Context: an optimization exercise on an open-source flow, tuned for small area. The choices shown serve that exercise and are no tape-out recipe. Only simulation tests tie the RTL to the original design; equivalence was not proved. Power figures rest on the tool's default switching activity, not on a simulated workload.

**design/flow/flow/run.sh**
```bash
#!/bin/bash
# Standard synthesis, then the combinational logic is re-mapped with a
# stronger ABC script (registers untouched), then the standard layout steps,
# with no dummy clock loads and buf_1 port buffers.
set -euo pipefail
HERE=$(pwd)
RES=$HERE/orfs/results/$FLOW_PLATFORM/synth_top/base
YOSYS=${YOSYS_EXE:-$FLOW_HOME/../tools/install/yosys/bin/yosys}
[ -x "$YOSYS" ] || YOSYS=yosys
LIB=$FLOW_HOME/platforms/$FLOW_PLATFORM/lib/sky130_fd_sc_hd__tt_025C_1v80.lib

bash standard.sh synth > std_synth.log 2>&1

# liberty without the platform's dont-use cells, for ABC
DONT_USE=$(sed -n '/^export DONT_USE_CELLS += /,/^#/p' $FLOW_HOME/platforms/$FLOW_PLATFORM/config.mk | grep -oE "sky130_fd_sc_hd__[a-z0-9_]+" | tr '\n' ' ')
python3 flow/filtlib.py $LIB remap.lib $DONT_USE > filtlib.log 2>&1
# cells kept as they are: registers, adder cells and tie cells
KEEP='sky130_fd_sc_hd__df* sky130_fd_sc_hd__edf* sky130_fd_sc_hd__sdf* sky130_fd_sc_hd__sedf* sky130_fd_sc_hd__dl* sky130_fd_sc_hd__fa_* sky130_fd_sc_hd__fah* sky130_fd_sc_hd__ha_* sky130_fd_sc_hd__conb_*'
python3 flow/filtlib.py remap.lib remap_comb.lib $KEEP >> filtlib.log 2>&1
python3 flow/filtlib.py remap.lib remap_keep.lib --keep $KEEP >> filtlib.log 2>&1

cp $RES/1_2_yosys.v yosys_standard.v
REMAP_LIB=$HERE/remap.lib REMAP_COMB_LIB=$HERE/remap_comb.lib REMAP_KEEP_LIB=$HERE/remap_keep.lib REMAP_IN=$HERE/yosys_standard.v REMAP_OUT=$HERE/yosys_remap.v \
  $YOSYS -c flow/remap.tcl > remap.log 2>&1
cp yosys_remap.v $RES/1_2_yosys.v
rm -f $RES/1_synth.odb $RES/1_synth.sdc

bash standard.sh \
  "CTS_ARGS=-sink_clustering_enable -repair_clock_nets -dont_use_dummy_load -sink_clustering_size ${CTS_SIZE:-8} -sink_clustering_max_diameter ${CTS_DIAM:-50} -buf_list sky130_fd_sc_hd__clkbuf_4" \
  "BUFFER_PORTS_ARGS=-buffer_cell sky130_fd_sc_hd__buf_1" \
  finish > std_finish.log 2>&1

# the filtered libraries are large and only inputs; keep the logs
rm -f remap.lib remap_comb.lib remap_keep.lib
```
**design/flow/flow/filtlib.py**
```python
#!/usr/bin/env python3
# filtlib.py in.lib out.lib [--keep] pattern... : drop the cells whose name matches
# (or, with --keep, every cell but those); a trailing * matches a prefix
import sys, re
src = open(sys.argv[1]).read()
pats = sys.argv[3:]
keep_only = bool(pats) and pats[0] == '--keep'
if keep_only:
    pats = pats[1:]
def match(n):
    return any(n.startswith(p[:-1]) if p.endswith('*') else n == p for p in pats)
def drop(n):
    return not match(n) if keep_only else match(n)
pos = 0; res = []
it = re.finditer(r'\n(\s*)cell\s*\(\s*"?([\w]+)"?\s*\)\s*\{', src)
for m in it:
    if m.start() < pos: continue
    # find matching brace
    depth = 0; j = m.end() - 1
    while True:
        c = src[j]
        if c == '{': depth += 1
        elif c == '}':
            depth -= 1
            if depth == 0: break
        j += 1
    if drop(m.group(2)):
        res.append(src[pos:m.start()]); pos = j + 1
res.append(src[pos:])
open(sys.argv[2], 'w').write(''.join(res))
```
**design/flow/flow/remap.tcl**
```tcl
# Re-map the combinational logic of the standard synthesis netlist with a
# stronger ABC script. Registers, adder cells and tie cells stay exactly as
# the standard synthesis made them (same instances, names and cell types).
yosys -import
set lib $::env(REMAP_LIB)
# combinational cells as logic, kept cells as black boxes
read_liberty -ignore_miss_func $::env(REMAP_COMB_LIB)
read_liberty -lib $::env(REMAP_KEEP_LIB)
read_verilog $::env(REMAP_IN)
hierarchy -top $::env(FLOW_TOP)
flatten -noscopeinfo
opt_clean -purge
tee -o $::env(REMAP_OUT).pre_stat.txt stat -liberty $lib
abc -liberty $lib -script "+strash;&get,-n;&dch,-f;&nf,-R,1000;&put"
setundef -zero
splitnets
opt_clean -purge
hilomap -singleton -hicell sky130_fd_sc_hd__conb_1 HI -locell sky130_fd_sc_hd__conb_1 LO
insbuf -buf sky130_fd_sc_hd__buf_4 A X
opt_clean -purge
tee -o $::env(REMAP_OUT).stat.txt stat -liberty $lib
select $::env(FLOW_TOP)
write_verilog -noattr -nohex -nodec -selected $::env(REMAP_OUT)
# check the written netlist against the full library
design -reset
read_liberty -lib $lib
read_verilog $::env(REMAP_OUT)
hierarchy -check -top $::env(FLOW_TOP)
check -assert -mapped
```
**design/flow/standard.sh**
```bash
#!/bin/bash
# synth_recipe.tcl (not shown) runs the flow's synth.tcl, then flattens the netlist and writes it again
# the make line also repeats each setting of config.mk as NAME=value (left out here)
make -C /OpenROAD-flow-scripts/flow DESIGN_CONFIG=/design/flow/config.mk WORK_HOME=/design/flow/orfs CLKGATE_MAP_FILE= SYNTH_SCRIPT=/design/flow/synth_recipe.tcl "${@:-finish}"
```
**design/flow/config.mk**
```make
export PLATFORM = sky130hd
export DESIGN_NAME = synth_top
export DESIGN_NICKNAME = synth_top
export VERILOG_FILES = /design/flow/design.v
export SDC_FILE = /design/flow/constraint.sdc
export NUM_CORES = 4
export LEC_CHECK = 0
export ABC_AREA = 1
export CAP_MARGIN = 20
export CORE_MARGIN = 2
export CORE_UTILIZATION = 40
export CTS_BUF_LIST = sky130_fd_sc_hd__clkbuf_4
export CTS_CLUSTER_DIAMETER = 50
export CTS_CLUSTER_SIZE = 8
export SLEW_MARGIN = 20
```
**design/flow/constraint.sdc**
```tcl
create_clock -name core_clock -period 40.0 [get_ports {Clk}]
set_input_delay 8.0000 -clock core_clock [delete_from_list [all_inputs] [get_ports {Clk}]]
set_output_delay 8.0000 -clock core_clock [all_outputs]
set_load 0.01 [all_outputs]
```
**design/flow/design.v**
```verilog
`timescale 1ns/1ps
module midi_uart_rx (
  input logic Clk,
  input logic reset,
  input logic midi_in,
  output logic [7:0] rx_byte,
  output logic rx_valid
);
  localparam logic [9:0] HALF_BIT = 10'd353;  
  localparam logic [9:0] FULL_BIT = 10'd357;  
  localparam logic [9:0] BAUD_END = 10'd190;
  localparam logic [3:0] IDLE = 4'd10;
  logic [1:0] sync;  
  logic line_d;
  logic [9:0] baud;
  logic [3:0] bit_cnt;  
  logic [3:0] bit_inc;
  logic idle;
  logic sample_now;
  logic [7:0] shift;
  assign idle = bit_cnt[3] & bit_cnt[1];  
  assign sample_now = !idle && (baud == BAUD_END);
  assign rx_valid = sample_now && bit_cnt[3] && bit_cnt[0] && sync[1];  
  assign rx_byte = shift;
  assign bit_inc = {bit_cnt[3] ^ (bit_cnt[2] & bit_cnt[1] & bit_cnt[0]),
                    bit_cnt[2] ^ (bit_cnt[1] & bit_cnt[0]),
                    bit_cnt[1] ^ bit_cnt[0],
                    ~bit_cnt[0]};
  always_ff @(posedge Clk) begin
    if (reset) begin
      sync <= 2'b11;
      line_d <= 1'b1;
      bit_cnt <= IDLE;
    end else begin
      sync <= {sync[0], midi_in};
      line_d <= sync[1];
      if (idle) begin
        if (line_d && !sync[1]) bit_cnt <= '0;  
      end else if (sample_now) begin
        if (bit_cnt == 4'd0 && sync[1]) bit_cnt <= IDLE;  
        else bit_cnt <= bit_inc;  
      end
    end
  end
  always_ff @(posedge Clk) begin
    if (idle) baud <= HALF_BIT;
    else if (sample_now) baud <= FULL_BIT;
    else baud <= {baud[8:0], baud[9] ^ baud[6]};
  end
  always_ff @(posedge Clk) begin
    if (sample_now && !(bit_cnt[3] && bit_cnt[0])) begin
      shift <= {sync[1], shift[7:1]};
    end
  end
endmodule
`timescale 1ns/1ps
module midi_parser (
  input logic Clk,
  input logic reset,
  input logic [7:0] rx_byte,
  input logic rx_valid,
  output logic ev_valid,
  output logic ev_cmd,  
  output logic [6:0] ev_note
);
  localparam logic [1:0] WAIT_STATUS = 2'd0;
  localparam logic [1:0] WAIT_NOTE = 2'd1;
  localparam logic [1:0] WAIT_VEL = 2'd2;
  logic [1:0] state;
  logic run_on;  
  logic is_status;
  logic is_system;
  logic is_note;
  assign is_status = rx_byte[7];
  assign is_system = (rx_byte[7:4] == 4'hF);
  assign is_note = (rx_byte[7:5] == 3'b100);
  assign ev_cmd = !(run_on && (rx_byte[6:0] != 7'd0));  
  always_ff @(posedge Clk) begin
    if (reset) begin
      state <= WAIT_STATUS;
      ev_valid <= 1'b0;
    end else begin
      ev_valid <= rx_valid && !is_status && (state == WAIT_VEL);
      if (rx_valid) begin
        if (is_status) begin
          if (!is_system) begin
            state <= is_note ? WAIT_NOTE : WAIT_STATUS;
          end
        end else begin
          case (state)
            WAIT_NOTE: state <= WAIT_VEL;
            WAIT_VEL: state <= WAIT_NOTE;
            default: state <= WAIT_STATUS;
          endcase
        end
      end
    end
  end
  always_ff @(posedge Clk) begin
    if (rx_valid && is_status && is_note) begin
      run_on <= rx_byte[4];
    end
    if (rx_valid && !is_status && state == WAIT_NOTE) begin
      ev_note <= rx_byte[6:0];
    end
  end
endmodule
`timescale 1ns/1ps
module voice_alloc (
  input logic Clk,
  input logic reset,
  input logic ev_valid,
  input logic ev_cmd,  
  input logic [6:0] ev_note,
  input logic [1:0] vis,
  input logic [4*7-1:0] ring_note,  
  output logic [4-1:0] voice_active,
  output logic [1:0] wr_slot,
  output logic wr_pend
);
  localparam logic NOTE_ON = 1'b0;
  localparam logic NOTE_OFF = 1'b1;
  localparam logic [1:0] SCAN_IDLE = 2'd0;
  localparam logic [1:0] SCAN_MATCH = 2'd1;
  localparam logic [1:0] SCAN_FREE = 2'd2;
  localparam logic [1:0] SCAN_START = 2'd3;  
  logic [1:0] state;
  logic [1:0] idx;
  logic [1:0] pos;
  logic [6:0] idx_note;
  logic hit;
  logic slot_free;
  logic at_last;
  assign pos = idx - vis;
  assign wr_slot = idx;
  always_comb begin
    idx_note = '0;
    for (int i = 0; i < 4; i++) begin
      if (pos == 2'(i)) idx_note = ring_note[7*i +: 7];
    end
  end
  assign hit = voice_active[idx] && (idx_note == ev_note);
  assign slot_free = !voice_active[idx];
  assign at_last = (idx == 2'd3);
  always_ff @(posedge Clk) begin
    if (reset) begin
      state <= SCAN_IDLE;
      idx <= '0;
      voice_active <= '0;
      wr_pend <= 1'b0;
    end else begin
      if (wr_pend && vis == idx) wr_pend <= 1'b0;
      case (state)
        SCAN_IDLE: begin
          if (ev_valid) state <= SCAN_START;
        end
        SCAN_START: begin
          state <= SCAN_MATCH;
          idx <= '0;
        end
        SCAN_MATCH: begin
          if (hit) begin
            if (ev_cmd == NOTE_OFF) voice_active[idx] <= 1'b0;
            state <= SCAN_IDLE;
          end else if (!at_last) begin
            idx <= idx + 1'b1;
          end else if (ev_cmd == NOTE_ON) begin
            state <= SCAN_FREE;
            idx <= '0;
          end else begin
            state <= SCAN_IDLE;
          end
        end
        SCAN_FREE: begin
          if (slot_free) begin
            voice_active[idx] <= 1'b1;
            wr_pend <= 1'b1;
            state <= SCAN_IDLE;
          end else if (!at_last) begin
            idx <= idx + 1'b1;
          end else begin
            state <= SCAN_IDLE;
          end
        end
      endcase
    end
  end
endmodule
`timescale 1ns/1ps
module voice_osc (
  input logic Clk,
  input logic reset,
  input logic [4-1:0] voice_active,
  input logic [6:0] new_note,
  input logic [1:0] wr_slot,
  input logic wr_pend,
  output logic [1:0] vis,
  output logic [4*7-1:0] ring_note,
  output logic signed [18-1:0] mix_sample,
  output logic mix_valid,
  output logic signed [18-1:0] held
);
  logic [24-1:0] ph0, ph1, ph2, ph3;  
  logic [6:0] nt0, nt1, nt2, nt3;  
  logic first;  
  logic [6:0] cur_note;
  logic cur_active;
  logic [24-1:0] inc;
  logic [24-1:0] psum;
  logic [24:0] pc;
  logic [24-1:0] next_phase;
  logic [7:0] addr;
  logic [14:0] qmag;
  logic neg;
  logic [18-1:0] addend;
  logic [18-1:0] part;
  logic [18:0] fc;
  logic [18-1:0] fsum;
  logic signed [18-1:0] frame;
  assign ring_note = {nt3, nt2, nt1, nt0};
  assign cur_note = (wr_pend && wr_slot == vis) ? new_note : nt0;
  assign cur_active = voice_active[vis];
  logic [13:0] inc14;
  inc_net u_inc (.a(cur_note), .y(inc14));  
  assign inc = 24'(inc14);
  always_comb begin
    pc[0] = 1'b0;
    for (int i = 0; i < 24; i++) begin
      psum[i] = ph0[i] ^ inc[i] ^ pc[i];
      pc[i+1] = (ph0[i] & inc[i]) | (pc[i] & (ph0[i] ^ inc[i]));
    end
  end
  assign next_phase = cur_active ? psum : '0;  
  always_ff @(posedge Clk) begin
    ph0 <= ph1;
    ph1 <= ph2;
    ph2 <= ph3;
    ph3 <= next_phase;
    nt0 <= nt1;
    nt1 <= nt2;
    nt2 <= nt3;
    nt3 <= cur_note;
  end
  assign addr = ph2[24-1 -: 8];
  assign neg = addr[7];
  qsin_net u_sin (.u(addr[6:0]), .y(qmag));  
  assign addend = {{3{neg}}, qmag ^ {15{neg}}};  
  assign mix_valid = (vis == 2'd2) && !first;
  assign part = (vis == 2'd2) ? '0 : frame;  
  always_comb begin
    fc[0] = neg;
    for (int i = 0; i < 18; i++) begin
      fsum[i] = part[i] ^ addend[i] ^ fc[i];
      fc[i+1] = (part[i] & addend[i]) | (fc[i] & (part[i] ^ addend[i]));
    end
  end
  assign mix_sample = mix_valid ? frame : held;
  always_ff @(posedge Clk) begin
    if (reset) begin
      vis <= '0;
      first <= 1'b1;
      frame <= '0;
      held <= '0;
    end else begin
      vis <= vis + 1'b1;
      if (vis == 2'd2) first <= 1'b0;
      frame <= first ? '0 : fsum;
      if (mix_valid) held <= frame;
    end
  end
endmodule
module qsin_net (input logic [6:0] u, output logic [14:0] y);
  logic n0;
  logic n1;
  logic n2;
  logic n3;
  logic n4;
  logic n5;
  logic n6;
  logic n7;
  logic n8;
  logic n9;
  logic n10;
  logic n11;
  logic n12;
  logic n13;
  logic n14;
  logic n15;
  logic n16;
  logic n17;
  logic n18;
  logic n19;
  logic n20;
  logic n21;
  logic n22;
  logic n23;
  logic n24;
  logic n25;
  logic n26;
  logic n27;
  logic n28;
  logic n29;
  logic n30;
  logic n31;
  logic n32;
  logic n33;
  logic n34;
  logic n35;
  logic n36;
  logic n37;
  logic n38;
  logic n39;
  logic n40;
  logic n41;
  logic n42;
  logic n43;
  logic n44;
  logic n45;
  logic n46;
  logic n47;
  logic n48;
  logic n49;
  logic n50;
  logic n51;
  logic n52;
  logic n53;
  logic n54;
  logic n55;
  logic n56;
  logic n57;
  logic n58;
  logic n59;
  logic n60;
  logic n61;
  logic n62;
  logic n63;
  logic n64;
  logic n65;
  logic n66;
  logic n67;
  logic n68;
  logic n69;
  logic n70;
  logic n71;
  logic n72;
  logic n73;
  logic n74;
  logic n75;
  logic n76;
  logic n77;
  logic n78;
  logic n79;
  logic n80;
  logic n81;
  logic n82;
  logic n83;
  logic n84;
  logic n85;
  logic n86;
  logic n87;
  logic n88;
  logic n89;
  logic n90;
  logic n91;
  logic n92;
  logic n93;
  logic n94;
  logic n95;
  logic n96;
  logic n97;
  logic n98;
  logic n99;
  logic n100;
  logic n101;
  logic n102;
  logic n103;
  logic n104;
  logic n105;
  logic n106;
  logic n107;
  logic n108;
  logic n109;
  logic n110;
  logic n111;
  logic n112;
  logic n113;
  logic n114;
  logic n115;
  logic n116;
  logic n117;
  logic n118;
  logic n119;
  logic n120;
  logic n121;
  logic n122;
  logic n123;
  logic n124;
  logic n125;
  logic n126;
  logic n127;
  logic n128;
  logic n129;
  logic n130;
  logic n131;
  logic n132;
  logic n133;
  logic n134;
  logic n135;
  logic n136;
  logic n137;
  logic n138;
  logic n139;
  logic n140;
  logic n141;
  logic n142;
  logic n143;
  logic n144;
  logic n145;
  logic n146;
  logic n147;
  logic n148;
  logic n149;
  logic n150;
  logic n151;
  logic n152;
  logic n153;
  logic n154;
  logic n155;
  logic n156;
  logic n157;
  logic n158;
  logic n159;
  logic n160;
  logic n161;
  logic n162;
  logic n163;
  logic n164;
  logic n165;
  logic n166;
  logic n167;
  logic n168;
  logic n169;
  logic n170;
  logic n171;
  logic n172;
  logic n173;
  logic n174;
  logic n175;
  logic n176;
  logic n177;
  logic n178;
  logic n179;
  logic n180;
  logic n181;
  logic n182;
  logic n183;
  logic n184;
  logic n185;
  logic n186;
  logic n187;
  logic n188;
  logic n189;
  logic n190;
  logic n191;
  logic n192;
  logic n193;
  logic n194;
  logic n195;
  logic n196;
  logic n197;
  logic n198;
  logic n199;
  logic n200;
  logic n201;
  logic n202;
  logic n203;
  logic n204;
  logic n205;
  logic n206;
  logic n207;
  logic n208;
  logic n209;
  logic n210;
  logic n211;
  logic n212;
  logic n213;
  logic n214;
  logic n215;
  logic n216;
  logic n217;
  logic n218;
  logic n219;
  logic n220;
  logic n221;
  logic n222;
  logic n223;
  logic n224;
  logic n225;
  logic n226;
  logic n227;
  logic n228;
  logic n229;
  logic n230;
  logic n231;
  logic n232;
  logic n233;
  logic n234;
  logic n235;
  logic n236;
  logic n237;
  logic n238;
  logic n239;
  logic n240;
  logic n241;
  logic n242;
  logic n243;
  logic n244;
  logic n245;
  logic n246;
  logic n247;
  logic n248;
  logic n249;
  logic n250;
  logic n251;
  logic n252;
  logic n253;
  logic n254;
  logic n255;
  logic n256;
  logic n257;
  logic n258;
  logic n259;
  assign n211 = n210 & n195;
  assign n212 = ~(n211 | n208);
  assign n213 = n212 & ~n185;
  assign n214 = ~(n213 | n207);
  assign n215 = n144 & ~u[4];
  assign n216 = ~n215 & u[6];
  assign n217 = ~(n216 | u[5]);
  assign n218 = n216 & u[5];
  assign n219 = ~(n218 | n217);
  assign n220 = n205 & n195;
  assign n221 = ~n220 & n219;
  assign n222 = n217 & u[6];
  assign n223 = ~(n222 | n221);
  assign y[13] = ~n223 | n214;
  assign n224 = ~(n199 | n195);
  assign n225 = ~n224 & n185;
  assign n226 = n225 & n221;
  assign n227 = ~n224 & n212;
  assign n228 = ~(n227 | n185);
  assign n229 = n212 & n207;
  assign n230 = ~(n229 | n219);
  assign n231 = n230 & ~n228;
  assign n232 = ~(n231 | n226);
  assign y[12] = n232 | n222;
  assign n233 = ~(n203 | n199);
  assign n234 = n203 & n199;
  assign n235 = ~(n234 | n233);
  assign n236 = ~n235 & n195;
  assign n237 = n236 & ~n185;
  assign n238 = ~n237 & n219;
  assign n239 = ~n199 & u[0];
  assign n240 = n239 & n203;
  assign n241 = ~n240 & n195;
  assign n242 = n241 & ~n205;
  assign n243 = ~n242 & n225;
  assign n244 = ~(n243 | n213);
  assign n245 = n244 & n238;
  assign n246 = n199 & ~u[0];
  assign n247 = ~(n246 | n195);
  assign n248 = n247 & ~n240;
  assign n249 = ~u[0] & u[1];
  assign n250 = ~(n249 | n209);
  assign n251 = n250 & n248;
  assign n252 = ~n251 & n185;
  assign n253 = ~(n199 | u[0]);
  assign n254 = ~(n239 | n134);
  assign n255 = ~(n254 | n203);
  assign n256 = n255 & ~n195;
  assign n257 = ~(n256 | n185);
  assign n258 = n257 & ~n253;
  assign n259 = ~(n258 | n252);
  assign n0 = ~(n259 | n195);
  assign n1 = ~(n212 | n205);
  assign n2 = ~(n1 | n219);
  assign n3 = n2 & ~n0;
  assign n4 = ~(n3 | n245);
  assign y[11] = n4 | n222;
  assign n5 = n204 & n199;
  assign n6 = ~(n5 | n255);
  assign n7 = n6 & ~n195;
  assign n8 = ~n249 & n195;
  assign n9 = n8 & ~n239;
  assign n10 = ~n9 & n185;
  assign n11 = ~(n195 | u[0]);
  assign n12 = n11 & n235;
  assign n13 = ~n12 & n10;
  assign n14 = n13 & n7;
  assign n15 = ~n249 & n199;
  assign n16 = ~(n15 | n212);
  assign n17 = ~(n250 | n199);
  assign n18 = ~(n17 | n15);
  assign n19 = n18 & n195;
  assign n20 = ~(n233 | n185);
  assign n21 = ~(n239 | n195);
  assign n22 = n21 & ~n209;
  assign n23 = n22 & n20;
  assign n24 = ~(n23 | n19);
  assign n25 = n24 & ~n16;
  assign n26 = n25 & ~n14;
  assign n27 = ~(n26 | n219);
  assign n28 = ~n250 & n195;
  assign n29 = ~n28 & n185;
  assign n30 = n203 & ~n195;
  assign n31 = n30 & ~n253;
  assign n32 = ~n31 & n29;
  assign n33 = ~n32 & n238;
  assign n34 = ~(n33 | n222);
  assign y[10] = ~n34 | n27;
  assign n35 = n195 & u[0];
  assign n36 = n18 & ~n195;
  assign n37 = ~(n36 | n35);
  assign n38 = ~n37 & n185;
  assign n39 = ~(n250 | n195);
  assign n40 = ~(n39 | n185);
  assign n41 = ~(n208 | n206);
  assign n42 = n41 & n40;
  assign n43 = ~(n42 | n38);
  assign n44 = ~n43 & n219;
  assign n45 = n6 & n212;
  assign n46 = n250 & ~n212;
  assign n47 = ~(n46 | n185);
  assign n48 = n47 & ~n45;
  assign n49 = ~(n222 | n219);
  assign n50 = ~n234 & n185;
  assign n51 = ~(n50 | n10);
  assign n52 = ~(n35 | n203);
  assign n53 = ~(n52 | n51);
  assign n54 = ~n53 & n49;
  assign n55 = n54 & ~n48;
  assign y[9] = ~(n55 | n44);
  assign n56 = ~(n239 | n123);
  assign n57 = ~n242 & n185;
  assign n58 = n57 & ~n28;
  assign n59 = n58 & n56;
  assign n60 = ~n212 & u[0];
  assign n61 = ~(n256 | n206);
  assign n62 = n61 & ~n60;
  assign n63 = ~(n62 | n185);
  assign n64 = ~(n63 | n59);
  assign n65 = ~n64 & n219;
  assign n66 = ~(n31 | n19);
  assign n67 = ~(n66 | n185);
  assign n68 = ~n11 & n185;
  assign n69 = n68 & ~n60;
  assign n70 = ~(n69 | n219);
  assign n71 = n70 & ~n67;
  assign n72 = ~(n71 | n222);
  assign y[8] = ~n72 | n65;
  assign n73 = n58 & ~n7;
  assign n74 = ~n250 & n224;
  assign n75 = ~n74 & n248;
  assign n76 = ~(n75 | n241);
  assign n77 = ~(n76 | n185);
  assign n78 = ~n77 & n219;
  assign n79 = n78 & ~n73;
  assign n80 = n56 & ~n36;
  assign n81 = ~(n80 | n185);
  assign n82 = ~(n57 | n219);
  assign n83 = n82 & ~n81;
  assign n84 = ~(n83 | n222);
  assign y[7] = ~n84 | n79;
  assign n85 = n224 & ~n209;
  assign n86 = ~(n85 | n16);
  assign n87 = n86 & ~n35;
  assign n88 = ~(n87 | n185);
  assign n89 = ~(n75 | n250);
  assign n90 = ~n89 & n252;
  assign n91 = ~n90 & n219;
  assign n92 = n91 & ~n88;
  assign n93 = n6 & n195;
  assign n94 = ~(n93 | n74);
  assign n95 = ~(n94 | n185);
  assign n96 = ~(n240 | n134);
  assign n97 = n96 & n10;
  assign n98 = ~(n97 | n219);
  assign n99 = n98 & ~n95;
  assign n100 = ~(n99 | n92);
  assign y[6] = n100 | n222;
  assign n101 = ~n254 & n195;
  assign n102 = ~(n101 | n248);
  assign n103 = n102 & ~n39;
  assign n104 = n103 & ~n51;
  assign n105 = ~(n185 | n123);
  assign n106 = n105 & ~n242;
  assign n107 = n106 & n86;
  assign n108 = ~n107 & n49;
  assign n109 = n108 & ~n104;
  assign n110 = n93 & n235;
  assign n111 = n60 & ~n199;
  assign n112 = ~(n21 | n185);
  assign n113 = n112 & ~n111;
  assign n114 = n113 & ~n110;
  assign n115 = ~n13 & n219;
  assign n116 = n115 & ~n114;
  assign y[5] = ~(n116 | n109);
  assign n117 = ~(n224 | n185);
  assign n118 = n117 & ~n8;
  assign n119 = n80 & ~n195;
  assign n120 = n119 & n210;
  assign n121 = ~(n119 | n210);
  assign n122 = ~n121 & n185;
  assign n124 = n122 & ~n120;
  assign n125 = ~(n124 | n118);
  assign n126 = ~(n125 | n219);
  assign n127 = n7 & ~n185;
  assign n128 = ~n102 & n185;
  assign n129 = ~n246 & n195;
  assign n130 = n129 & n20;
  assign n131 = ~n130 & n219;
  assign n132 = n131 & ~n128;
  assign n133 = n132 & ~n127;
  assign n135 = ~(n133 | n126);
  assign y[4] = n135 | n222;
  assign n136 = ~n5 & n195;
  assign n137 = n136 & ~n17;
  assign n138 = ~(n137 | n247);
  assign n139 = ~(n138 | n114);
  assign n140 = ~(n139 | n219);
  assign n141 = n136 & ~n253;
  assign n142 = ~(n141 | n117);
  assign n143 = n142 & ~n75;
  assign n145 = n15 & ~n185;
  assign n146 = ~n145 & n219;
  assign n147 = n146 & ~n143;
  assign n148 = ~(n147 | n222);
  assign y[3] = ~n148 | n140;
  assign n149 = ~(n228 | n199);
  assign n150 = n46 & n199;
  assign n151 = n40 & ~n17;
  assign n152 = n151 & ~n150;
  assign n153 = n152 & ~n149;
  assign n155 = ~(n129 | n22);
  assign n156 = ~n155 & n29;
  assign n157 = ~n156 & n49;
  assign n158 = n157 & ~n153;
  assign n159 = n86 & ~n228;
  assign n160 = n159 & n78;
  assign y[2] = ~(n160 | n158);
  assign n161 = ~(n5 | n236);
  assign n162 = ~n161 & n185;
  assign n163 = n21 & ~n234;
  assign n165 = ~(n211 | n185);
  assign n166 = n165 & ~n163;
  assign n167 = n166 & ~n111;
  assign n168 = ~(n167 | n162);
  assign n169 = ~n168 & n219;
  assign n170 = ~(n56 | n211);
  assign n171 = n170 & n94;
  assign n172 = ~n171 & n185;
  assign n173 = ~(n172 | n257);
  assign n174 = ~(n110 | n219);
  assign n176 = n174 & ~n173;
  assign n177 = ~(n176 | n169);
  assign y[1] = n177 | n222;
  assign n178 = ~(n253 | n212);
  assign n179 = ~(n104 | n68);
  assign n180 = ~(n179 | n178);
  assign n181 = n213 & ~n205;
  assign n182 = ~(n181 | n180);
  assign n183 = ~n182 & n219;
  assign n184 = n9 & n197;
  assign n186 = ~n74 & n50;
  assign n187 = n186 & ~n184;
  assign n188 = n112 & ~n1;
  assign n189 = ~(n188 | n219);
  assign n190 = n189 & ~n187;
  assign n191 = ~(n190 | n222);
  assign y[0] = ~n191 | n183;
  assign y[14] = ~n49 | n213;
  assign n123 = ~(u[0] | u[1]);
  assign n134 = n123 & ~u[2];
  assign n144 = n134 & ~u[3];
  assign n154 = ~n144 & u[6];
  assign n164 = ~n154 & u[4];
  assign n175 = n154 & ~u[4];
  assign n185 = ~(n175 | n164);
  assign n192 = ~n134 & u[6];
  assign n193 = ~n192 & u[3];
  assign n194 = n192 & ~u[3];
  assign n195 = ~(n194 | n193);
  assign n196 = ~n123 & u[6];
  assign n197 = ~n196 & u[2];
  assign n198 = n196 & ~u[2];
  assign n199 = ~(n198 | n197);
  assign n200 = u[0] & u[6];
  assign n201 = ~(n200 | u[1]);
  assign n202 = n200 & u[1];
  assign n203 = ~(n202 | n201);
  assign n204 = n203 & u[0];
  assign n205 = ~n204 & n199;
  assign n206 = ~(n205 | n195);
  assign n207 = ~n206 & n185;
  assign n208 = ~n203 & n195;
  assign n209 = ~n203 & u[0];
  assign n210 = ~n209 & n199;
endmodule
module inc_net (input logic [6:0] a, output logic [13:0] y);
  logic n0;
  logic n1;
  logic n2;
  logic n3;
  logic n4;
  logic n5;
  logic n6;
  logic n7;
  logic n8;
  logic n9;
  logic n10;
  logic n11;
  logic n12;
  logic n13;
  logic n14;
  logic n15;
  logic n16;
  logic n17;
  logic n18;
  logic n19;
  logic n20;
  logic n21;
  logic n22;
  logic n23;
  logic n24;
  logic n25;
  logic n26;
  logic n27;
  logic n28;
  logic n29;
  logic n30;
  logic n31;
  logic n32;
  logic n33;
  logic n34;
  logic n35;
  logic n36;
  logic n37;
  logic n38;
  logic n39;
  logic n40;
  logic n41;
  logic n42;
  logic n43;
  logic n44;
  logic n45;
  logic n46;
  logic n47;
  logic n48;
  logic n49;
  logic n50;
  logic n51;
  logic n52;
  logic n53;
  logic n54;
  logic n55;
  logic n56;
  logic n57;
  logic n58;
  logic n59;
  logic n60;
  logic n61;
  logic n62;
  logic n63;
  logic n64;
  logic n65;
  logic n66;
  logic n67;
  logic n68;
  logic n69;
  logic n70;
  logic n71;
  logic n72;
  logic n73;
  logic n74;
  logic n75;
  logic n76;
  logic n77;
  logic n78;
  logic n79;
  logic n80;
  logic n81;
  logic n82;
  logic n83;
  logic n84;
  logic n85;
  logic n86;
  logic n87;
  logic n88;
  logic n89;
  logic n90;
  logic n91;
  logic n92;
  logic n93;
  logic n94;
  logic n95;
  logic n96;
  logic n97;
  logic n98;
  logic n99;
  logic n100;
  logic n101;
  logic n102;
  logic n103;
  logic n104;
  logic n105;
  logic n106;
  logic n107;
  logic n108;
  logic n109;
  logic n110;
  logic n111;
  logic n112;
  logic n113;
  logic n114;
  logic n115;
  logic n116;
  logic n117;
  logic n118;
  logic n119;
  logic n120;
  logic n121;
  logic n122;
  logic n123;
  logic n124;
  logic n125;
  logic n126;
  logic n127;
  logic n128;
  logic n129;
  logic n130;
  logic n131;
  logic n132;
  logic n133;
  logic n134;
  logic n135;
  logic n136;
  logic n137;
  logic n138;
  logic n139;
  logic n140;
  logic n141;
  logic n142;
  logic n143;
  logic n144;
  logic n145;
  logic n146;
  logic n147;
  logic n148;
  logic n149;
  logic n150;
  logic n151;
  logic n152;
  logic n153;
  logic n154;
  logic n155;
  logic n156;
  logic n157;
  logic n158;
  logic n159;
  logic n160;
  logic n161;
  logic n162;
  logic n163;
  logic n164;
  logic n165;
  logic n166;
  logic n167;
  logic n168;
  logic n169;
  logic n170;
  logic n171;
  logic n172;
  logic n173;
  logic n174;
  logic n175;
  logic n176;
  logic n177;
  logic n178;
  logic n179;
  logic n180;
  logic n181;
  assign n105 = a[6] & ~a[5];
  assign n106 = ~a[6] & a[5];
  assign n107 = n106 & a[4];
  assign n108 = ~(n107 | n105);
  assign n109 = ~n106 & a[4];
  assign n110 = ~(n109 | n105);
  assign n111 = ~n110 & a[3];
  assign n112 = ~n105 & a[4];
  assign n113 = ~(n106 | a[4]);
  assign n114 = ~(n113 | n112);
  assign n115 = ~(n114 | n111);
  assign n116 = ~n114 & a[3];
  assign n117 = n114 & ~a[3];
  assign n118 = ~(n117 | n116);
  assign n119 = ~(n118 | n111);
  assign n120 = n119 & a[2];
  assign n121 = n110 & ~a[3];
  assign n122 = ~n121 & n118;
  assign n123 = ~(n122 | n120);
  assign n124 = ~n123 & n115;
  assign n125 = n123 & ~n115;
  assign n126 = ~(n125 | n124);
  assign n127 = ~(n126 | n108);
  assign n128 = ~n125 & n106;
  assign n129 = ~(n128 | n127);
  assign n130 = n129 & ~a[6];
  assign n131 = a[0] & a[1];
  assign n132 = ~n122 & a[2];
  assign n133 = n122 & ~a[2];
  assign n134 = ~(n133 | n132);
  assign n135 = ~(n134 | n120);
  assign n136 = n135 & n131;
  assign n137 = ~(n119 | a[2]);
  assign n138 = ~(n137 | n132);
  assign n139 = ~(n138 | n136);
  assign n140 = n125 & n108;
  assign n141 = n140 & ~n139;
  assign y[13] = n141 & ~n130;
  assign n142 = ~(a[0] | a[1]);
  assign n143 = ~(n138 | n135);
  assign n144 = ~n143 & a[0];
  assign n145 = n143 & ~a[0];
  assign n146 = ~(n145 | n144);
  assign n147 = ~n146 & a[1];
  assign n148 = ~n135 & n131;
  assign n149 = ~(n148 | n142);
  assign n150 = ~n149 & n146;
  assign n151 = ~(n150 | n147);
  assign n152 = n151 & ~n135;
  assign n153 = ~n138 & a[1];
  assign n154 = ~(n153 | n152);
  assign n155 = ~(n154 | n146);
  assign n156 = ~(n155 | n142);
  assign n157 = ~n156 & n123;
  assign n158 = ~(n142 | n136);
  assign n159 = ~(n158 | n138);
  assign n160 = ~(n159 | n156);
  assign n161 = ~n138 & n131;
  assign n162 = ~(n161 | n160);
  assign n163 = n162 & ~n123;
  assign n164 = ~(n163 | n157);
  assign n165 = ~n164 & n126;
  assign n166 = ~(n135 | a[1]);
  assign n167 = ~(n166 | n144);
  assign n168 = ~(n167 | n123);
  assign n169 = ~(n146 | n135);
  assign n170 = ~(n169 | n159);
  assign n171 = ~n170 & n123;
  assign n172 = ~(n171 | n168);
  assign n173 = ~(n172 | n126);
  assign n174 = ~(n173 | n165);
  assign n175 = n174 & ~n129;
  assign n176 = n146 & n123;
  assign n177 = n151 & ~n123;
  assign n178 = ~(n177 | n176);
  assign n179 = ~(n178 | n126);
  assign n180 = n139 & ~n123;
  assign n181 = ~(n166 | n136);
  assign n0 = n181 & ~n152;
  assign n1 = n0 & ~n122;
  assign n2 = ~(n1 | n180);
  assign n3 = ~n2 & n126;
  assign n4 = ~(n3 | n179);
  assign n5 = ~n4 & n129;
  assign n6 = ~n139 & n123;
  assign n7 = n6 & n105;
  assign n8 = ~(n7 | n5);
  assign n9 = n8 & n130;
  assign n10 = ~n147 & a[0];
  assign n11 = ~n10 & n123;
  assign n12 = n154 & ~n123;
  assign n13 = ~(n12 | n11);
  assign n14 = ~(n13 | n126);
  assign n15 = n143 & ~n131;
  assign n16 = ~n15 & n158;
  assign n17 = ~n16 & n123;
  assign n18 = ~(n153 | a[0]);
  assign n19 = ~(n18 | n161);
  assign n20 = ~(n19 | n135);
  assign n21 = ~(n20 | n123);
  assign n22 = ~(n21 | n17);
  assign n23 = n22 & n126;
  assign n24 = n129 & a[6];
  assign n25 = n24 & ~n23;
  assign n26 = n25 & ~n14;
  assign n27 = ~(n26 | n9);
  assign y[1] = n27 & ~n175;
  assign n28 = ~n167 & n123;
  assign n29 = ~(n156 | n123);
  assign n30 = ~(n29 | n28);
  assign n31 = n30 & ~n126;
  assign n32 = n146 & ~n123;
  assign n33 = n162 & n123;
  assign n34 = ~(n33 | n32);
  assign n35 = n34 & n126;
  assign n36 = ~(n35 | n31);
  assign n37 = n36 & ~n129;
  assign n38 = ~(n6 | n180);
  assign n39 = n38 & n126;
  assign n40 = ~n151 & n123;
  assign n41 = ~(n0 | n123);
  assign n42 = ~(n41 | n40);
  assign n43 = n42 & ~n126;
  assign n44 = ~(n43 | n39);
  assign n45 = ~n44 & n130;
  assign n46 = ~(n16 | n123);
  assign n47 = ~n154 & n123;
  assign n48 = ~(n47 | n46);
  assign n49 = ~(n48 | n126);
  assign n50 = n170 & ~n123;
  assign n51 = ~n20 & n123;
  assign n52 = ~(n51 | n50);
  assign n53 = ~n52 & n126;
  assign n54 = ~n127 & a[6];
  assign n55 = n54 & ~n53;
  assign n56 = n55 & ~n49;
  assign n57 = ~(n56 | n45);
  assign y[2] = ~n57 | n37;
  assign n58 = n42 & n126;
  assign n59 = ~(n34 | n126);
  assign n60 = ~(n59 | n58);
  assign n61 = ~n60 & n129;
  assign n62 = n38 & n127;
  assign n63 = ~(n62 | n61);
  assign y[8] = ~(n63 | n130);
  assign n64 = n4 & ~n129;
  assign n65 = ~n174 & a[6];
  assign n66 = ~n141 & n129;
  assign n67 = n66 & ~n65;
  assign y[5] = ~(n67 | n64);
  assign y[10] = n54 & ~n44;
  assign n68 = n6 & n126;
  assign n69 = ~(n2 | n126);
  assign n70 = ~(n69 | n68);
  assign n71 = ~(n70 | n129);
  assign n72 = ~n178 & n126;
  assign n73 = ~(n164 | n126);
  assign n74 = ~(n73 | n72);
  assign n75 = ~n74 & n54;
  assign y[7] = n75 | n71;
  assign n76 = n63 & n130;
  assign n77 = ~n30 & n126;
  assign n78 = n52 & ~n126;
  assign n79 = ~(n78 | n77);
  assign n80 = n79 & ~n129;
  assign n81 = n48 & n126;
  assign n82 = ~n10 & n124;
  assign n83 = ~n166 & n125;
  assign n84 = n83 & ~n149;
  assign n85 = ~n84 & n129;
  assign n86 = n85 & ~n130;
  assign n87 = n86 & ~n82;
  assign n88 = n87 & ~n81;
  assign n89 = ~(n88 | n80);
  assign y[0] = n89 & ~n76;
  assign n90 = ~(n60 | n129);
  assign n91 = ~n79 & n54;
  assign n92 = n130 & ~n126;
  assign n93 = n92 & n38;
  assign n94 = ~(n93 | n91);
  assign y[4] = ~n94 | n90;
  assign n95 = n54 & ~n126;
  assign y[12] = n95 & n38;
  assign y[9] = ~(n8 | n130);
  assign n96 = ~(n44 | n129);
  assign n97 = n54 & n36;
  assign y[6] = n97 | n96;
  assign n98 = ~(n74 | n129);
  assign n99 = ~n70 & n130;
  assign n100 = n172 & n126;
  assign n101 = ~(n22 | n126);
  assign n102 = ~n101 & n54;
  assign n103 = n102 & ~n100;
  assign n104 = ~(n103 | n99);
  assign y[3] = ~n104 | n98;
  assign y[11] = ~n70 & n54;
endmodule
`timescale 1ns/1ps
module sigma_delta_dac (
  input logic Clk,
  input logic reset,
  input logic signed [18-1:0] held,  
  output logic pdm_out
);
  logic [18-1:0] acc;
  logic [18-1:0] level;
  logic [18:0] c;
  logic [18-1:0] sum;
  assign level = {~held[18-1], held[18-2:0]};  
  always_comb begin
    c[0] = 1'b0;
    for (int i = 0; i < 18; i++) begin
      sum[i] = acc[i] ^ level[i] ^ c[i];
      c[i+1] = (acc[i] & level[i]) | (c[i] & (acc[i] ^ level[i]));
    end
  end
  always_ff @(posedge Clk) begin
    if (reset) begin
      acc <= '0;
      pdm_out <= 1'b0;
    end else begin
      acc <= sum;
      pdm_out <= c[18];
    end
  end
endmodule
`timescale 1ns/1ps
module synth_top (
  input logic Clk,
  input logic reset,
  input logic midi_in,
  output logic pdm_out,
  output logic [4-1:0] voice_active,
  output logic signed [18-1:0] mix_sample,
  output logic mix_valid
);
  logic [7:0] rx_byte;
  logic rx_valid;
  logic ev_valid;
  logic ev_cmd;
  logic [6:0] ev_note;
  logic [1:0] vis;
  logic [4*7-1:0] ring_note;
  logic [1:0] wr_slot;
  logic wr_pend;
  logic signed [18-1:0] held;
  midi_uart_rx u_rx (
    .Clk(Clk),
    .reset(reset),
    .midi_in(midi_in),
    .rx_byte(rx_byte),
    .rx_valid(rx_valid)
  );
  midi_parser u_parser (
    .Clk(Clk),
    .reset(reset),
    .rx_byte(rx_byte),
    .rx_valid(rx_valid),
    .ev_valid(ev_valid),
    .ev_cmd(ev_cmd),
    .ev_note(ev_note)
  );
  voice_alloc u_alloc (
    .Clk(Clk),
    .reset(reset),
    .ev_valid(ev_valid),
    .ev_cmd(ev_cmd),
    .ev_note(ev_note),
    .vis(vis),
    .ring_note(ring_note),
    .voice_active(voice_active),
    .wr_slot(wr_slot),
    .wr_pend(wr_pend)
  );
  voice_osc u_osc (
    .Clk(Clk),
    .reset(reset),
    .voice_active(voice_active),
    .new_note(ev_note),
    .wr_slot(wr_slot),
    .wr_pend(wr_pend),
    .vis(vis),
    .ring_note(ring_note),
    .mix_sample(mix_sample),
    .mix_valid(mix_valid),
    .held(held)
  );
  sigma_delta_dac u_dac (
    .Clk(Clk),
    .reset(reset),
    .held(held),
    .pdm_out(pdm_out)
  );
endmodule
```
==> flow_metrics.env, run 1 <==
export IMPL_setup_worst_path_start_class="register"
export IMPL_routed_via_density=5.10
export IMPL_holdCritPathClass="reg -> reg"
export IMPL_grt_pass1_wl_um=32700
export IMPL_grt_use_total_pct=15.4
export IMPL_grt_pass1_vias=6622
export IMPL_htreeDepth=2
export IMPL_routed_wl_um=19200
export IMPL_setup_viol=0
export IMPL_maxCapViolCount=0
export IMPL_grt_start_max_net_pins=42
export IMPL_io_buffers=26
export IMPL_rsz0062_at_grt="no"
export IMPL_cts_sinks=227
export IMPL_dp_hpwl_um=13800
export IMPL_cp_arrival_ps=13290
export IMPL_drt_first_pass_iters=7
export IMPL_fmax_ghz=0.0783
export IMPL_rows=56
export IMPL_crit_family="adder cells"
export IMPL_vias=6741
export IMPL_slew_viol_final=0
export IMPL_finalNetCount=1085
export IMPL_worstMarginPinSlew_ps=1020
export IMPL_initial_core_util_pct=40.9
export IMPL_powerDensity_mw_per_mm2=64.3
export IMPL_synthToLayoutAreaGrowth_pct=8.24
export IMPL_drive_above_1_share_pct=4.79
export IMPL_pre_cts_slack_ps=27220
export IMPL_gp_congestion=0.952
export IMPL_crit_buf_inv=9
export IMPL_cts_tree="yes"
export IMPL_finalInstanceArea_mm2=0.0104
export IMPL_hold_buffers=0
export IMPL_final_util_pct=44.3
export IMPL_syn_area_mm2=0.00963
export IMPL_status="finished clean"
export IMPL_avgSynthCellArea_um2=10.3
export IMPL_synth_nets=1018
export IMPL_pin_count=27
export IMPL_ys_warn_count=5
export IMPL_die_x_um=159
export IMPL_cpPeakStageDelay_ps=690
export IMPL_core_area_mm2=0.0235
export IMPL_maxSlewHeadroom_pct=31.6
export IMPL_placed_area_mm2=0.0101
export IMPL_vdd_drop_max_mv=0.0380
export IMPL_drc=0
export IMPL_crit_type="reg -> reg"
export IMPL_finalSetupTns_ps=0
export IMPL_clock_latency_ps=630
export IMPL_post_cts_buffers=0
export IMPL_cts_resized=0
export IMPL_cts_buffers=36
export IMPL_clk_pin_slew_ps=100
export IMPL_cpMaxStageDelayCell="ha_1"
export IMPL_required_ps=40520
export IMPL_cts_buffer_depth=3
export IMPL_post_route_min_period_ps=12770
export IMPL_grt_antenna_before_repair=1
export IMPL_setup_ws_ps=27230
export IMPL_crit_path_frequent_cell="fa_1"
export IMPL_dieArea_mm2=0.0253
export IMPL_drt_iter0_markers=581
export IMPL_ant_nets=0
export IMPL_overflow=0
export IMPL_root_buffer="clkbuf_4"
export IMPL_cp_max_fo=16
export IMPL_dieHeight_um=159
export IMPL_p_leak_uw=0.00399
export IMPL_finClkSkew_ps=72.7
export IMPL_n_fill_cell=2249
export IMPL_cp_end_kind="register"
export IMPL_synthCells=937
export IMPL_hold_viol_final=0
export IMPL_wl_per_cell_um=14.6
export IMPL_fin_crit_sh_pct=31.9
[state kept, by name, indices dropped and copies added, names as in the netlist, 2 cells and up, named ones only]
register          count
u_osc.ph3            24
u_parser.state        2
u_dac.acc            18
u_alloc.idx           2
u_rx.bit_cnt          4
u_osc.frame          18
u_rx.baud            10
u_osc.ph0            24
u_rx.sync             2
u_osc.nt1             7
u_osc.ph1            24
u_parser.ev_note      7
u_osc.ph2            24
u_osc.held           18
u_osc.nt0             7
u_osc.nt3             7
u_osc.vis             2
u_osc.nt2             7
u_alloc.state         2
u_rx.shift            8
[worst register-to-register path: cells and delay by family, from the launching register on]
kind / cells / cell delay, ps
compound gates: 5 / 1190
xor+xnor: 1 / 180
fa+ha+maj: 25 / 7440
buf+inv: 9 / 1530
flops: 1 / 440
simple gates: 7 / 1910
[where the power goes]
| group | internal, µW | switching [µW] |
|---|---|---|
| clock | 41.5 | 73.1 |
| combinational | 101 | 185 |
| sequential | 256 | 13.5 |
| total | 399 | 272 |
[area by class of cell]
class                      instances  area [µm²]  share of cell area, %
multi-input combinational        658        4710                   45.2
sequential                       227        4700                   45.2
tap                              319         399                   3.83
clock buffer                      36         270                   2.59
inverter                          48         180                   1.73
timing repair buffer              33         151                   1.45
antenna                            1        2.50                 0.0240
[per-layer routing]
metal	vias to the layer above	wire, µm	global-route usage [%]
li1	3350	-	-
met1	3086	8910	21.1
met2	240	8430	23.8
met3	65	1190	3.10
met4	0	716	6.74
met5	-	0	0
[per-stage QoR]
stage | cells | total power, µW | hold WS (ps)
final | 1322 | 670 | 268
after global routing | 1322 | 726 | 264
after CTS | 1321 | 676 | 262
after detailed placement | 1285 | 557 | 312
after global placement | 1285 | 564 | 309
after floorplan | 937 | 489 | 310
[cell usage in the layout, fill, tap and decap left out, drive strengths merged, types with 16 or more instances in the layout]
master and instances:
and2 47, a21oi 57, nor2b 24, xnor2 20, clkinv 48, clkbuf 37
o21ai 47, fa 46, ha 32, mux2 17, buf 32, nand2b 23
nor2 98, nor3 21, dfxtp 211, edfxtp 16, nand2 82, nand3 22
[path summary, 6_finish.rpt]
path | start | endpoint | cells after the start | slack (ps)
setup reg to reg | u_alloc.idx[0] | u_osc.ph3[22] | 47 | 27230
setup / recovery | u_alloc.idx[0] | u_osc.ph3[22] | 47 | 27230
hold reg to reg | u_osc.ph1[22] | u_osc.ph0[22] | 0 | 270
hold / removal | u_osc.ph1[22] | u_osc.ph0[22] | 0 | 270
==> run 2, diff against run 1 <==
--- a/design/flow/flow/run.sh
+++ b/design/flow/flow/run.sh
@@ -26,7 +26,7 @@
 rm -f $RES/1_synth.odb $RES/1_synth.sdc
 
 bash standard.sh \
-  "CTS_ARGS=-sink_clustering_enable -repair_clock_nets -dont_use_dummy_load -sink_clustering_size ${CTS_SIZE:-8} -sink_clustering_max_diameter ${CTS_DIAM:-50} -buf_list sky130_fd_sc_hd__clkbuf_4" \
+  "CTS_ARGS=-sink_clustering_enable -repair_clock_nets -dont_use_dummy_load -sink_clustering_size 30 -sink_clustering_max_diameter 100 -buf_list sky130_fd_sc_hd__clkbuf_16" \
   "BUFFER_PORTS_ARGS=-buffer_cell sky130_fd_sc_hd__buf_1" \
   finish > std_finish.log 2>&1
 
==> run 2 against run 1 <==
Via count is 2.3% lower. Critical path type unchanged. Clock skew is 19 ps lower. Cell count is 1.9% lower. Largest power group unchanged. Core utilization is 0.12 points higher. Largest cell class unchanged. Die area stayed put.
==> flow_metrics.env, run 2 <==
export IMPL_grt_antenna_before_repair=0
export IMPL_maxSlewHeadroom_pct=31.7
export IMPL_gp_congestion=0.952
export IMPL_grt_util_met3_pct=2.19
export IMPL_finalNetCount=1061
export IMPL_drive_above_1_share_pct=2.45
export IMPL_n_fill_cell=2237
export IMPL_overflow=0
export IMPL_final_common_cell="dfxtp_1"
export IMPL_grt_start_max_net_pins=42
export IMPL_worstMarginPinSlew_ps=1020
export IMPL_avgSynthCellArea_um2=10.3
export IMPL_grt_pass1_wl_um=31800
export IMPL_p_leak_uw=0.00397
export IMPL_cts_tree="yes"
export IMPL_die_x_um=159
export IMPL_powerDensity_mw_per_mm2=64.6
export IMPL_initial_core_util_pct=40.9
export IMPL_cp_max_fo=16
export IMPL_slew_viol_final=0
export IMPL_grt_pass1_vias=6412
export IMPL_cpPeakStageDelay_ps=690
export IMPL_cts_resized=0
export IMPL_rsz0062_at_grt="no"
export IMPL_synthToLayoutAreaGrowth_pct=8.53
export IMPL_worstReg2RegStart="u_alloc.idx[0]"
export IMPL_vias=6588
export IMPL_drc=0
export IMPL_fin_crit_sh_pct=32.0
export IMPL_power_total_uw=675
export IMPL_pin_count=27
export IMPL_hold_path_cell_count=0
export IMPL_rr_worst_depth=47
export IMPL_cp_end_kind="register"
export IMPL_grt_use_total_pct=14.8
export IMPL_crit_type="reg -> reg"
export IMPL_setup_viol=0
export IMPL_worstHoldEndpoint="u_osc.ph0[17]"
export IMPL_antenna_cells=0
export IMPL_cts_sinks=227
export IMPL_drt_iter0_markers=593
export IMPL_dieHeight_um=159
export IMPL_r2r_slack_ps=27210
export IMPL_hold_start="u_osc.ph1[17]"
export IMPL_finClkSkew_ps=54.1
export IMPL_cts_buffer_depth=3
export IMPL_grt_busiest_layer="met2"
export IMPL_setup_worst_path_start_class="register"
export IMPL_holdCritPathClass="reg -> reg"
export IMPL_post_route_min_period_ps=12790
export IMPL_gr_usage_met1_pct=21.1
export IMPL_ant_nets=0
export IMPL_core_area_mm2=0.0235
export IMPL_htreeDepth=1
export IMPL_maxCapViolCount=0
export IMPL_ys_warn_count=5
export IMPL_wl_per_cell_um=14.4
export IMPL_reg2reg_to="u_osc.ph3[22]"
export IMPL_use_met2_pct=23.3
export IMPL_clock_latency_ps=470
export IMPL_finalSetupTns_ps=0
export IMPL_cp_arrival_ps=13150
export IMPL_fmax_ghz=0.0782
export IMPL_routed_wl_um=18600
export IMPL_hold_buffers=0
export IMPL_synth_nets=1018
export IMPL_required_ps=40360
export IMPL_syn_area_mm2=0.00963
export IMPL_root_buffer="clkbuf_16"
export IMPL_hold_viol_final=0
export IMPL_cpMaxStageDelayCell="ha_1"
export IMPL_vdd_drop_max_mv=0.0372
export IMPL_status="finished clean"
export IMPL_crit_path_frequent_cell="fa_1"
export IMPL_post_cts_buffers=0
export IMPL_synthCells=937
export IMPL_dieArea_mm2=0.0253
export IMPL_dp_hpwl_um=13800
export IMPL_routed_via_density=5.08
export IMPL_rows=56
export IMPL_drt_first_pass_iters=6
export IMPL_final_cell_mix="dfxtp_1, nor2_1, nand2_1"
export IMPL_io_buffers=26
export IMPL_cts_buffers=12
export IMPL_clk_pin_slew_ps=110
-- run 2: changes by cell type in the layout (fill, tap and decap cells not counted) --
cell,before,now
clkbuf_16,0,12
clkbuf_4,36,0
diode_2,1,0
-- run 2: worst max path at each step --
| stage | startpoint | endpoint | slack, ps | cells after the start |
|---|---|---|---|---|
| global placement | u_alloc.idx[0] | u_osc.ph3[22] | 27550 | 45 |
| finish | u_alloc.idx[0] | u_osc.ph3[22] | 27210 | 47 |
| floorplan | u_alloc.idx[0] | u_osc.ph3[22] | 28670 | 47 |
| CTS | u_alloc.idx[0] | u_osc.ph3[22] | 27200 | 47 |
| global route | u_alloc.idx[0] | u_osc.ph3[22] | 26130 | 47 |
| detailed placement | u_alloc.idx[0] | u_osc.ph3[22] | 27220 | 47 |
-- run 2: layer usage --
metal	routed length, µm	up-vias
met5	0	-
met3	955	50
li1	-	3294
met4	489	0
met1	9000	3040
met2	8170	204
-- run 2: cell type report --
class	count	area [µm²]	share of cell area (%)
Inverter	48	180	1.72
Multi-Input combinational cell	658	4710	45.1
Timing Repair Buffer	33	151	1.45
Tap cell	319	399	3.82
Clock buffer	12	300	2.87
Sequential cell	227	4700	45.0
-- run 2: report_power, final --
part	switching (µW)	internal, µW
combinational	184	101
sequential	13.4	256
clock	66.5	54.1
total	264	411
-- run 2: critical path, delay by kind of cell (launching register included) --
kind	cells	cell delay, ps
fa+ha+maj	25	7470
flops	1	440
xor+xnor	1	180
compound gates	5	1180
buf+inv	9	1530
simple gates	7	1890
-- run 2: stage by stage --
| stage | area [µm²] | utilization [%] | setup slack, ps | instances | hold WS (ps) |
|---|---|---|---|---|---|
| floorplan | 9630 | - | 28670 | 937 | 310 |
| global route | 10400 | 44.4 | 26130 | 1297 | 271 |
| CTS | 10400 | 44.4 | 27200 | 1297 | 263 |
| finish | 10400 | 44.4 | 27210 | 1297 | 262 |
| global placement | 10100 | 43.1 | 27550 | 1285 | 309 |
| detailed placement | 10100 | 43.1 | 27220 | 1285 | 312 |
==> run 3, diff against run 2 <==
--- a/design/flow/flow/run.sh
+++ b/design/flow/flow/run.sh
@@ -20,13 +20,32 @@
 python3 flow/filtlib.py remap.lib remap_keep.lib --keep $KEEP >> filtlib.log 2>&1
 
 cp $RES/1_2_yosys.v yosys_standard.v
-REMAP_LIB=$HERE/remap.lib REMAP_COMB_LIB=$HERE/remap_comb.lib REMAP_KEEP_LIB=$HERE/remap_keep.lib REMAP_IN=$HERE/yosys_standard.v REMAP_OUT=$HERE/yosys_remap.v \
-  $YOSYS -c flow/remap.tcl > remap.log 2>&1
+# a few ABC scripts in parallel; the smallest netlist is used
+NF='&get,-n;&dch,-f;&nf,-p,-R,1000;&put'
+SCRIPTS=(
+  "+strash;$NF"
+)
+for i in "${!SCRIPTS[@]}"; do
+  REMAP_ABC="${SCRIPTS[$i]}" REMAP_LIB=$HERE/remap.lib REMAP_COMB_LIB=$HERE/remap_comb.lib REMAP_KEEP_LIB=$HERE/remap_keep.lib \
+    REMAP_IN=$HERE/yosys_standard.v REMAP_OUT=$HERE/yosys_remap_$i.v \
+    $YOSYS -c flow/remap.tcl > remap_$i.log 2>&1 &
+done
+wait
+best=""; best_area=""
+for i in "${!SCRIPTS[@]}"; do
+  [ -f yosys_remap_$i.v ] && grep -q "Found and reported 0 problems" remap_$i.log || continue
+  area=$(grep "Chip area for module" yosys_remap_$i.v.stat.txt | awk '{print $NF}')
+  echo "script $i: area $area: ${SCRIPTS[$i]}" >> remap_choice.log
+  if [ -z "$best" ] || awk "BEGIN{exit !($area < $best_area)}"; then best=$i; best_area=$area; fi
+done
+[ -n "$best" ] || { echo "no remap succeeded" >&2; exit 1; }
+echo "chosen: script $best" >> remap_choice.log
+cp yosys_remap_$best.v yosys_remap.v
 cp yosys_remap.v $RES/1_2_yosys.v
 rm -f $RES/1_synth.odb $RES/1_synth.sdc
 
 bash standard.sh \
-  "CTS_ARGS=-sink_clustering_enable -repair_clock_nets -dont_use_dummy_load -sink_clustering_size 30 -sink_clustering_max_diameter 100 -buf_list sky130_fd_sc_hd__clkbuf_16" \
+  "CTS_ARGS=-sink_clustering_enable -repair_clock_nets -dont_use_dummy_load -sink_clustering_size 10 -sink_clustering_max_diameter 60 -buf_list sky130_fd_sc_hd__clkbuf_4" \
   "BUFFER_PORTS_ARGS=-buffer_cell sky130_fd_sc_hd__buf_1" \
   finish > std_finish.log 2>&1
 
--- a/design/flow/flow/remap.tcl
+++ b/design/flow/flow/remap.tcl
@@ -11,12 +11,12 @@
 flatten -noscopeinfo
 opt_clean -purge
 tee -o $::env(REMAP_OUT).pre_stat.txt stat -liberty $lib
-abc -liberty $lib -script "+strash;&get,-n;&dch,-f;&nf,-R,1000;&put"
+abc -liberty $lib -script $::env(REMAP_ABC)
 setundef -zero
 splitnets
 opt_clean -purge
 hilomap -singleton -hicell sky130_fd_sc_hd__conb_1 HI -locell sky130_fd_sc_hd__conb_1 LO
-insbuf -buf sky130_fd_sc_hd__buf_4 A X
+insbuf -buf sky130_fd_sc_hd__buf_1 A X
 opt_clean -purge
 tee -o $::env(REMAP_OUT).stat.txt stat -liberty $lib
 select $::env(FLOW_TOP)
==> run 3 against run 2 <==
Highest routed layer unchanged. Critical path type unchanged. Critical path depth rose by 1. Die area fell by 0.51%. Largest cell class is now sequential cells. Synthesized cell count shrank 0.53%. Critical endpoint is now u_osc.ph3[23]. Setup slack got worse by 130 ps. Power shrank 2.7%. Count of clock-buffer cells in the layout grew 15. Still clean on timing, DRC and antenna. Final area decreased by 1.3%.
==> flow_metrics.env, run 3 <==
export IMPL_crit_path_frequent_cell="fa_1"
export IMPL_vdd_drop_max_mv=0.0485
export IMPL_status="finished clean"
export IMPL_power_frac_clock_pct=15.0
export IMPL_grt_util_met3_pct=2.64
export IMPL_finClkSkew_ps=54.6
export IMPL_hold_buffers=0
export IMPL_post_cts_buffers=0
export IMPL_grt_antenna_before_repair=1
export IMPL_rsz0062_at_grt="no"
export IMPL_clock_latency_ps=650
export IMPL_htreeDepth=1
export IMPL_grt_start_max_net_pins=61
export IMPL_cts_resized=0
export IMPL_routed_wl_um=19100
export IMPL_pwr_share_seq_pct=41.0
export IMPL_grt_use_total_pct=15.3
export IMPL_cp_arrival_ps=13400
export IMPL_synthCells=932
export IMPL_avgSynthCellArea_um2=10.3
export IMPL_final_cell_mix="dfxtp_1, nand2_1, nor2_1"
export IMPL_cts_tree="yes"
export IMPL_crit_type="reg -> reg"
export IMPL_crit_cells=48
export IMPL_reg2reg_to="u_osc.ph3[23]"
export IMPL_worstReg2RegStart="u_alloc.idx[0]"
export IMPL_clk_pin_slew_ps=100
export IMPL_n_fill_cell=2307
export IMPL_dp_hpwl_um=13800
export IMPL_combPwrFrac_pct=44.0
export IMPL_syn_area_mm2=0.00958
export IMPL_setup_worst_path_start_class="register"
export IMPL_overflow=0
export IMPL_drive_above_1_share_pct=3.85
export IMPL_routed_via_density=5.14
export IMPL_cts_buffer_depth=3
export IMPL_grt_pass1_wl_um=32500
export IMPL_hold_viol_final=0
export IMPL_crit_family="adder cells"
export IMPL_final_common_cell="dfxtp_1"
export IMPL_ant_nets=0
export IMPL_swShare_pct=40.5
export IMPL_required_ps=40480
export IMPL_cp_max_fo=16
export IMPL_synthToLayoutAreaGrowth_pct=7.66
export IMPL_finalSetupTns_ps=0
export IMPL_p_int_uw=391
export IMPL_drc=0
export IMPL_cp_end_kind="register"
export IMPL_p_sw_uw=266
export IMPL_maxCapViolCount=0
export IMPL_cts_buffers=27
export IMPL_io_buffers=26
export IMPL_finalNetCount=1070
export IMPL_power_total_uw=657
export IMPL_gr_usage_met1_pct=20.6
export IMPL_post_route_min_period_ps=12920
export IMPL_dieHeight_um=159
export IMPL_use_met2_pct=25.2
export IMPL_vias=6715
export IMPL_rr_worst_depth=48
export IMPL_fmax_ghz=0.0774
export IMPL_cts_sinks=227
export IMPL_ys_warn_count=5
export IMPL_pin_count=27
export IMPL_p_leak_uw=0.00395
export IMPL_drt_first_pass_iters=6
export IMPL_cpMaxStageDelayCell="nor2b_1"
export IMPL_setup_viol=0
export IMPL_drt_iter0_markers=623
export IMPL_root_buffer="clkbuf_4"
export IMPL_cpPeakStageDelay_ps=710
export IMPL_r2r_slack_ps=27080
export IMPL_worstMarginPinSlew_ps=995
export IMPL_maxSlewHeadroom_pct=33.6
export IMPL_synth_nets=1013
export IMPL_rows=56
export IMPL_gp_congestion=0.989
export IMPL_grt_pass1_vias=6542
export IMPL_fin_crit_sh_pct=32.3
export IMPL_hold_path_cell_count=0
export IMPL_crit_buf_inv=9
export IMPL_worstHoldEndpoint="u_osc.ph2[23]"
export IMPL_die_x_um=159
export IMPL_hold_start="u_osc.ph3[23]"
export IMPL_wl_per_cell_um=14.6
export IMPL_powerDensity_mw_per_mm2=63.7
export IMPL_holdCritPathClass="reg -> reg"
export IMPL_slew_viol_final=0
export IMPL_dieArea_mm2=0.0252
export IMPL_core_area_mm2=0.0235
export IMPL_grt_busiest_layer="met2"
export IMPL_initial_core_util_pct=40.8
## run 3: changes by cell type in the layout (fill, tap and decap cells not counted), sizes merged, moves of 6 or more
cell,before,now
nor2b,24,47
and2,47,25
nand2,82,99
clkbuf,13,28
nand2b,23,10
nor2,98,92
## run 3: worst reg2reg max path: cells and delay by family (launching register included)
| kind | cells | cell delay, ps |
|---|---|---|
| xor gates and xnor gates | 2 | 310 |
| buffers and inverters | 9 | 1580 |
| DFF | 1 | 450 |
| adders and majority gates | 25 | 7370 |
| muxes | 1 | 390 |
| AOI/OAI and AO/OA | 4 | 720 |
| and+or+nand+nor | 7 | 1950 |
## run 3: power groups by stage
stage / Clock, µW / Sequential, µW / Combinational [µW]
detailed placement: 0 / 274 / 284
finish: 98.5 / 269 / 289
CTS: 105 / 269 / 289
global route: 115 / 273 / 330
global placement: 0 / 274 / 294
floorplan: 0 / 270 / 218
## run 3: worst max path at each step
| stage | startpoint | to | slack (ps) |
|---|---|---|---|
| after floorplan | u_alloc.idx[0] | u_osc.ph3[22] | 28520 |
| after global placement | u_alloc.idx[0] | u_osc.ph3[22] | 27350 |
| after detailed placement | u_alloc.idx[0] | u_osc.ph3[22] | 27080 |
| after CTS | u_alloc.idx[0] | u_osc.ph3[23] | 27050 |
| after global routing | u_alloc.idx[0] | u_osc.ph3[23] | 25920 |
| final | u_alloc.idx[0] | u_osc.ph3[23] | 27080 |
## run 3: stage by stage
stage | utilization (%) | area, µm² | setup WS (ps) | hold slack, ps | instances
finish | 43.9 | 10300 | 27080 | 289 | 1307
global route | 43.9 | 10300 | 25920 | 290 | 1307
CTS | 43.9 | 10300 | 27050 | 282 | 1306
detailed placement | 43.0 | 10100 | 27080 | 312 | 1279
global placement | 43.0 | 10100 | 27350 | 310 | 1279
floorplan | - | 9580 | 28520 | 310 | 932
## run 3: cell type report
cell class	instances	area, µm²	share of cell area [%]
Antenna cell	1	2.50	0.0243
Clock buffer	27	203	1.97
Inverter	45	169	1.64
Multi-Input combinational cell	656	4690	45.5
Sequential cell	227	4700	45.6
Tap cell	319	399	3.87
Timing Repair Buffer	32	144	1.40
## run 3: layer usage
metal | up-vias | part of all wire [%]
met4 | 0 | 2.9
met5 | - | 0
met3 | 47 | 5.8
met1 | 3138 | 45
met2 | 219 | 46
li1 | 3311 | -

[re-timing with driven ports]
No port has a modelled driver above. Below, the same layouts with a new extraction and two added sets of constraints.
Step 1: set_driving_cell puts a clkbuf_16 on Clk and a buf_2 on each other input, an assumption about the parent block.
Step 2 moves the port delays by t, midway between the first and last clock arrival at a register: inputs arrive t later, outputs are due t later. That takes back most of the time a late clock gives input paths.
a / b / c = ideal ports / drivers / drivers and shift; a / b = the first two.
run | shift t [ns] | setup slack, ns | clock arrival spread, ns | cell pins on the clock port's net
run 1 | 0.631 | 27.232 / 27.232 / 27.232 | 0.072 / 0.073 | 1
run 2 | 0.485 | 27.213 / 27.213 / 27.213 | 0.055 / 0.054 | 1
run 3 | 0.665 | 27.078 / 27.078 / 27.078 | 0.055 / 0.055 | 1
After both steps every run listed still meets setup and hold.
